Context: an optimization exercise on an open-source flow, tuned for small area, a short achievable clock period and few clock cycles per item. The choices shown serve that exercise and are no tape-out recipe. At most, simulation tests tie the RTL to the original design; equivalence was not proved. No activity file was given, so power comes from the tool's default toggle rates.

==> module ramModel, before the edit <==
module ramModel #(
  parameter int RAM_WORDS = 64
) (
  input  logic                          CLK,
  input  logic                          wen,
  input  logic [$clog2(RAM_WORDS)-1:0]  waddr,
  input  cpuTypesPkg::wordT             wdata,
  input  logic [$clog2(RAM_WORDS)-1:0]  raddr,
  output cpuTypesPkg::wordT             rdata
);
  localparam int AW = $clog2(RAM_WORDS);
  localparam int NS = RAM_WORDS / 3;
  cpuTypesPkg::wordT mem [RAM_WORDS];
  logic [RAM_WORDS-1:0] rsel;
  cpuTypesPkg::wordT    part [NS+1];
  logic [RAM_WORDS-1:0] take;
  logic [RAM_WORDS-1:0] keep;
  cpuTypesPkg::wordT    next [RAM_WORDS];
  always_comb begin
    for (int w = 0; w < RAM_WORDS; w++) begin
      take[w] = wen & (waddr == AW'(w));
      keep[w] = ~take[w];
    end
  end
  for (genvar w = 0; w < RAM_WORDS; w++) begin : g_word
    for (genvar b = 0; b < 32; b++) begin : g_bit
      ramBitNext bitNext (
        .q    (mem[w][b]),
        .keep (keep[w]),
        .d    (wdata[b]),
        .take (take[w]),
        .next (next[w][b])
      );
    end
  end
  always_ff @(posedge CLK) begin
    for (int w = 0; w < RAM_WORDS; w++) begin
      mem[w] <= next[w];
    end
  end
  always_comb begin
    for (int w = 0; w < RAM_WORDS; w++) begin
      rsel[w] = (raddr == AW'(w));
    end
  end
  for (genvar s = 0; s < NS; s++) begin : g_slice
    ramReadSlice3 slice (
      .a  (mem[3*s]),
      .b  (mem[3*s+1]),
      .c  (mem[3*s+2]),
      .sa (rsel[3*s]),
      .sb (rsel[3*s+1]),
      .sc (rsel[3*s+2]),
      .yn (part[s])
    );
  end
  ramReadSlice1 lastSlice (
    .a  (mem[RAM_WORDS-1]),
    .sa (rsel[RAM_WORDS-1]),
    .yn (part[NS])
  );
  always_comb begin
    rdata = '0;
    for (int s = 0; s <= NS; s++) begin
      rdata = rdata | ~part[s];
    end
  end
endmodule
==> module memorySubsystem, before the edit <==
module memorySubsystem #(
  parameter int LATENCY   = 1,
  parameter int RAM_WORDS = 64
) (
  input  logic                                      CLK,
  input  logic                                      reset,
  input  logic              [cpuTypesPkg::CPUS-1:0] iREN,
  input  cpuTypesPkg::addrT [cpuTypesPkg::CPUS-1:0] iaddr,
  output cpuTypesPkg::wordT [cpuTypesPkg::CPUS-1:0] iload,
  output logic              [cpuTypesPkg::CPUS-1:0] iwait,
  input  logic              [cpuTypesPkg::CPUS-1:0] dREN,
  input  logic              [cpuTypesPkg::CPUS-1:0] dWEN,
  input  cpuTypesPkg::addrT [cpuTypesPkg::CPUS-1:0] daddr,
  input  cpuTypesPkg::wordT [cpuTypesPkg::CPUS-1:0] dstore,
  output cpuTypesPkg::wordT [cpuTypesPkg::CPUS-1:0] dload,
  output logic              [cpuTypesPkg::CPUS-1:0] dwait,
  input  logic              [cpuTypesPkg::CPUS-1:0] ccwrite,
  output logic              [cpuTypesPkg::CPUS-1:0] ccwait,
  output logic              [cpuTypesPkg::CPUS-1:0] ccinv,
  output cpuTypesPkg::addrT [cpuTypesPkg::CPUS-1:0] ccsnoopaddr
);
  localparam int AW = $clog2(RAM_WORDS);
  logic [3:0]    req;
  logic [3:0]    act;
  logic [3:0]    rd;
  logic [3:0]    done;
  logic [3:0]    allow;
  logic [3:0]    pick;
  logic [1:0]    rr;
  logic [1:0]    hold;
  logic [1:0]    dblock;
  logic          conflict;
  logic          wen;
  logic [AW-1:0] waddr;
  logic [AW-1:0] raddr;
  cpuTypesPkg::wordT wdata;
  cpuTypesPkg::wordT rdata;
  assign req = {dREN | dWEN, iREN};
  assign dblock[0] = hold[0] | (hold[1] & dREN[0]);
  assign dblock[1] = hold[1] | (hold[0] & dREN[1]);
  assign act = req & allow & {~dblock, 2'b11};
  assign rd  = act & {dREN, 2'b11};
  assign conflict = (act[2] & act[3])
                  | (rd[0] & (rd[1] | rd[2] | rd[3]))
                  | (rd[1] & (rd[2] | rd[3]))
                  | (rd[2] & rd[3]);
  assign done = conflict ? 4'b0000 : act;
  always_comb begin
    raddr = '0;
    waddr = '0;
    for (int c = 0; c < 2; c++) begin
      raddr = raddr | (iaddr[c][AW+1:2] & {AW{rd[c]}});
      raddr = raddr | (daddr[c][AW+1:2] & {AW{rd[2+c]}});
      waddr = waddr | (daddr[c][AW+1:2] & {AW{act[2+c]}});
    end
  end
  ramModel #(
    .RAM_WORDS (RAM_WORDS)
  ) ram (
    .CLK   (CLK),
    .wen   (wen),
    .waddr (waddr),
    .wdata (wdata),
    .raddr (raddr),
    .rdata (rdata)
  );
  always_comb begin
    for (int c = 0; c < 2; c++) begin
      iwait[c] = ~done[c];
      dwait[c] = ~done[2+c];
      ccwait[1-c] = done[2+c] & dREN[c];
      ccinv[1-c]  = done[2+c] & dREN[c] & ccwrite[c];
      ccsnoopaddr[1-c] = {24'd0, daddr[c][7:0]};
      iload[c] = rdata;
      dload[c] = ccwrite[1-c] ? dstore[1-c] : rdata;
    end
  end
  assign wen = (done[2] & (dWEN[0] | ccwrite[1])) | (done[3] & (dWEN[1] | ccwrite[0]));
  assign wdata = (done[2] & dWEN[0]) | (done[3] & dREN[1]) ? dstore[0] : dstore[1];
  always_comb begin
    pick = 4'b0000;
    for (int k = 3; k >= 0; k--) begin
      if (act[(rr + 2'(k)) & 2'd3]) begin
        pick = 4'b0001 << ((rr + 2'(k)) & 2'd3);
      end
    end
  end
  always_ff @(posedge CLK) begin
    if (reset) begin
      allow <= 4'b1111;
      rr    <= 2'd0;
      hold  <= 2'b00;
    end else begin
      hold <= ccwait & ccwrite;
      if (conflict) begin
        allow <= pick;
        rr    <= rr + 2'd1;
      end else begin
        allow <= 4'b1111;
      end
    end
  end
endmodule
clock: 11.0 ns
lec_check: 0
cap_margin: 20
core_margin: 2
core_utilization: 50
place_density: 0.6
setup_slack_margin: 3
slew_margin: 20
synth_hierarchical: 1
standard.sh (not shown) runs the stock make flow with config.mk's settings and CLKGATE_MAP_FILE= SYNTH_SCRIPT=/design/flow/synth_recipe.tcl, a recipe that flattens the netlist after the stock synthesis.
==> flow/flow/run.sh <==
#!/bin/bash
# Own flow: the standard layout, with smaller port buffers, sizing not
# limited to same-footprint cells, and no clock-tree dummy loads.
set -euo pipefail
export BUFFER_PORTS_ARGS="-buffer_cell sky130_fd_sc_hd__buf_2"
export MATCH_CELL_FOOTPRINT=0
export CTS_ARGS="-sink_clustering_enable -repair_clock_nets -dont_use_dummy_load -sink_clustering_size 16 -sink_clustering_max_diameter 60 -buf_list sky130_fd_sc_hd__clkbuf_8"
bash standard.sh > standard.log 2>&1
Rerun with:
--- a/flow/design.v
+++ b/flow/design.v
@@ -48,5 +48,5 @@
   input  logic [$clog2(RAM_WORDS)-1:0]  waddr,
   input  cpuTypesPkg::wordT             wdata,
-  input  logic [$clog2(RAM_WORDS)-1:0]  raddr,
+  input  logic [RAM_WORDS-1:0]          rsel,
   output cpuTypesPkg::wordT             rdata
 );
@@ -54,5 +54,4 @@
   localparam int NS = RAM_WORDS / 3;
   cpuTypesPkg::wordT mem [RAM_WORDS];
-  logic [RAM_WORDS-1:0] rsel;
   cpuTypesPkg::wordT    part [NS+1];
   logic [RAM_WORDS-1:0] take;
@@ -79,9 +78,4 @@
     for (int w = 0; w < RAM_WORDS; w++) begin
       mem[w] <= next[w];
-    end
-  end
-  always_comb begin
-    for (int w = 0; w < RAM_WORDS; w++) begin
-      rsel[w] = (raddr == AW'(w));
     end
   end
@@ -146,5 +140,8 @@
   logic          wen;
   logic [AW-1:0] waddr;
-  logic [AW-1:0] raddr;
+  logic [RAM_WORDS-1:0] rsel;
+  logic [3:0][7:0] rlo;
+  logic [3:0][7:0] rhi;
+  logic [3:0][AW-1:0] paddr;
   cpuTypesPkg::wordT wdata;
   cpuTypesPkg::wordT rdata;
@@ -160,10 +157,22 @@
   assign done = conflict ? 4'b0000 : act;
   always_comb begin
-    raddr = '0;
     waddr = '0;
     for (int c = 0; c < 2; c++) begin
-      raddr = raddr | (iaddr[c][AW+1:2] & {AW{rd[c]}});
-      raddr = raddr | (daddr[c][AW+1:2] & {AW{rd[2+c]}});
       waddr = waddr | (daddr[c][AW+1:2] & {AW{act[2+c]}});
+    end
+  end
+  assign paddr = {daddr[1][AW+1:2], daddr[0][AW+1:2], iaddr[1][AW+1:2], iaddr[0][AW+1:2]};
+  always_comb begin
+    for (int p = 0; p < 4; p++) begin
+      for (int i = 0; i < 8; i++) begin
+        rlo[p][i] = rd[p] & (paddr[p][2:0] == 3'(i));
+        rhi[p][i] = (paddr[p][5:3] == 3'(i));
+      end
+    end
+    for (int w = 0; w < RAM_WORDS; w++) begin
+      rsel[w] = 1'b0;
+      for (int p = 0; p < 4; p++) begin
+        rsel[w] = rsel[w] | (rlo[p][w % 8] & rhi[p][w / 8]);
+      end
     end
   end
@@ -175,5 +184,5 @@
     .waddr (waddr),
     .wdata (wdata),
-    .raddr (raddr),
+    .rsel  (rsel),
     .rdata (rdata)
   );
After rerunning: Via count climbs by 4.4%. Count of clock-buffer cells in the layout goes up by 2. Wire length climbs by 7.3%. Flip-flop and latch count is unchanged. Combinational power barely changes.
Function was not checked in any run of this note: the RTL went through the layout flow alone.

Setup of onyx:
Another version of the RTL of memorySubsystem (not shown whole).
Size in the first run: ~2,100 flip-flops, about 400 I/O pins, roughly 76,000 um2 of cells after synthesis.
Settings: LEC_CHECK=0, CAP_MARGIN=20, CORE_MARGIN=2, CORE_UTILIZATION=60, PLACE_DENSITY=0.7, SETUP_SLACK_MARGIN=4.5, SLEW_MARGIN=20, SYNTH_HIERARCHICAL=1; clock period 11.0 ns.
Scripts as last shown in full above: flow/flow/run.sh
onyx | status: complete | timing, DRC, antenna: pass
Testbench counts of onyx, summed over its fixed seeds: cycles 4,416, items 4,316.
Input-level comparison between juniper and onyx:
-- flow/design.v --
<<< onyx, line 28
  input  cpuTypesPkg::wordT a,
  input  logic              sa,
  output cpuTypesPkg::wordT y
);
  assign y = a & {32{sa}};
endmodule
module ramNand3 (
>>> juniper, line 28
  input  cpuTypesPkg::wordT a,
  input  logic              sa,
  output cpuTypesPkg::wordT yn
);
  assign yn = ~(a & {32{sa}});
endmodule
module ramNand3 (
<<< onyx, line 39
);
  assign y = ~(a & b & c);
endmodule
module ramNor2 (
>>> juniper, line 39
);
  assign y = ~(a & b & c);
endmodule
module ramNand4 (
  input  cpuTypesPkg::wordT a,
  input  cpuTypesPkg::wordT b,
  input  cpuTypesPkg::wordT c,
  input  cpuTypesPkg::wordT d,
  output cpuTypesPkg::wordT y
);
  assign y = ~(a & b & c & d);
endmodule
module ramNor2 (
<<< onyx, line 111
  localparam int NS = RAM_WORDS / 3;
  cpuTypesPkg::wordT mem [RAM_WORDS];
  cpuTypesPkg::wordT    part [NS];
  logic [RAM_WORDS-1:0] take;
  logic [RAM_WORDS-1:0] keep;
>>> juniper, line 120
  localparam int NS = RAM_WORDS / 3;
  cpuTypesPkg::wordT mem [RAM_WORDS];
  cpuTypesPkg::wordT    part [NS+1];
  logic [RAM_WORDS-1:0] take;
  logic [RAM_WORDS-1:0] keep;
<<< onyx, line 148
    );
  end
  cpuTypesPkg::wordT lastWord;
  ramReadSlice1 lastSlice (
    .a  (mem[RAM_WORDS-1]),
    .sa (rsel[RAM_WORDS-1]),
    .y  (lastWord)
  );
  cpuTypesPkg::wordT any [7];
  cpuTypesPkg::wordT none [3];
  for (genvar g = 0; g < 7; g++) begin : g_any
    ramNand3 anyGate (
      .a (part[3*g]),
>>> juniper, line 157
    );
  end
  ramReadSlice1 lastSlice (
    .a  (mem[RAM_WORDS-1]),
    .sa (rsel[RAM_WORDS-1]),
    .yn (part[NS])
  );
  cpuTypesPkg::wordT any [7];
  cpuTypesPkg::wordT none [3];
  for (genvar g = 0; g < 6; g++) begin : g_any
    ramNand3 anyGate (
      .a (part[3*g]),
<<< onyx, line 164
    );
  end
  ramNor3 none0 (
    .a (any[0]),
    .b (any[1]),
    .c (lastWord),
    .y (none[0])
  );
>>> juniper, line 172
    );
  end
  ramNand4 anyLast (
    .a (part[18]),
    .b (part[19]),
    .c (part[20]),
    .d (part[21]),
    .y (any[6])
  );
  ramNor2 none0 (
    .a (any[0]),
    .b (any[1]),
    .y (none[0])
  );
<<< onyx, line 192
`timescale 1ns/1ps
`default_nettype none
module memorySubsystem #(
  parameter int LATENCY   = 1,
>>> juniper, line 206
`timescale 1ns/1ps
`default_nettype none
module readSelGate (
  input  logic [3:0] lo,
  input  logic [3:0] hi,
  output logic       sel
);
  logic [1:0] none;
  assign none[0] = ~((lo[0] & hi[0]) | (lo[1] & hi[1]));
  assign none[1] = ~((lo[2] & hi[2]) | (lo[3] & hi[3]));
  assign sel     = ~(none[0] & none[1]);
endmodule
module memorySubsystem #(
  parameter int LATENCY   = 1,
<<< onyx, line 257
      end
    end
    for (int w = 0; w < RAM_WORDS; w++) begin
      rsel[w] = 1'b0;
      for (int p = 0; p < 4; p++) begin
        rsel[w] = rsel[w] | (rlo[p][w % 8] & rhi[p][w / 8]);
      end
    end
  end
  ramModel #(
>>> juniper, line 281
      end
    end
  end
  for (genvar w = 0; w < RAM_WORDS; w++) begin : g_rsel
    readSelGate selGate (
      .lo  ({rlo[3][w % 8], rlo[2][w % 8], rlo[1][w % 8], rlo[0][w % 8]}),
      .hi  ({rhi[3][w / 8], rhi[2][w / 8], rhi[1][w / 8], rhi[0][w / 8]}),
      .sel (rsel[w])
    );
  end
  ramModel #(
Findings:
The flow did not stop early for juniper: all stages ran, and the layout cleared the timing, DRC and antenna checks.
No stage failed in onyx, and the final checks on the layout all came back clean.
On juniper: routing usage on met1 is 1.2 points higher than what onyx gave.
The global-route total usage across every layer of juniper is higher than that of onyx.
Higher sequential power goes to onyx over juniper.
| share of power burned in combinational logic | juniper vs onyx | 1.1 points lower |
The final reports for juniper and onyx show power lower in the former.
Re largest fanout on the critical path: juniper is 6 down on onyx.
For number of library cell types mapped by synthesis, dividing the value from onyx by the value from juniper gives 1.08.
The start point of the critical path comes out daddr[5] in one run and dREN[0] in the other, namely in juniper and onyx respectively.
Taking onyx as the reference, in juniper utilization went down 0.29 points; number of buffers inserted during clock tree synthesis went up about 0.66%; number of clock buffers in the layout went up 1.
Function not checked in juniper: the RTL went through the layout flow alone.

[re-timing with driven ports]
In the flow no input, the clock included, has a driving cell. The finished layouts below were timed again as built, in two steps.
Step 1, drivers: a clkbuf_16 drives CLK and a buf_2 each remaining input, both assumed.
Step 2 also shifts input and output timing later by t, the mid clock arrival at the registers, as if the neighbouring blocks saw the same clock.
a / b / c = no drivers / after step 1 / after step 2; a / b = the first two.
| run | t, ns | setup slack, ns | worst register clock-pin slew, ns | worst slew at a driven data input, ns |
|---|---|---|---|---|
| the first run of note 1 | 0.968 | 1.954 / 1.910 / 1.910 | 0.11 / 0.11 | 0.07 |
| the second run of note 1 | 1.010 | 2.328 / 2.200 / 2.200 | 0.11 / 0.11 | 0.22 |
| onyx | 0.972 | 3.606 / 3.397 / 3.397 | 0.11 / 0.11 | 0.23 |
| juniper | 0.998 | 3.352 / 3.083 / 3.083 | 0.11 / 0.11 | 0.39 |
After both steps setup and hold are still met in every run listed. For juniper, which loses most, drivers alone change the setup slack by -0.269 ns; drivers and shift together by -0.269 ns.
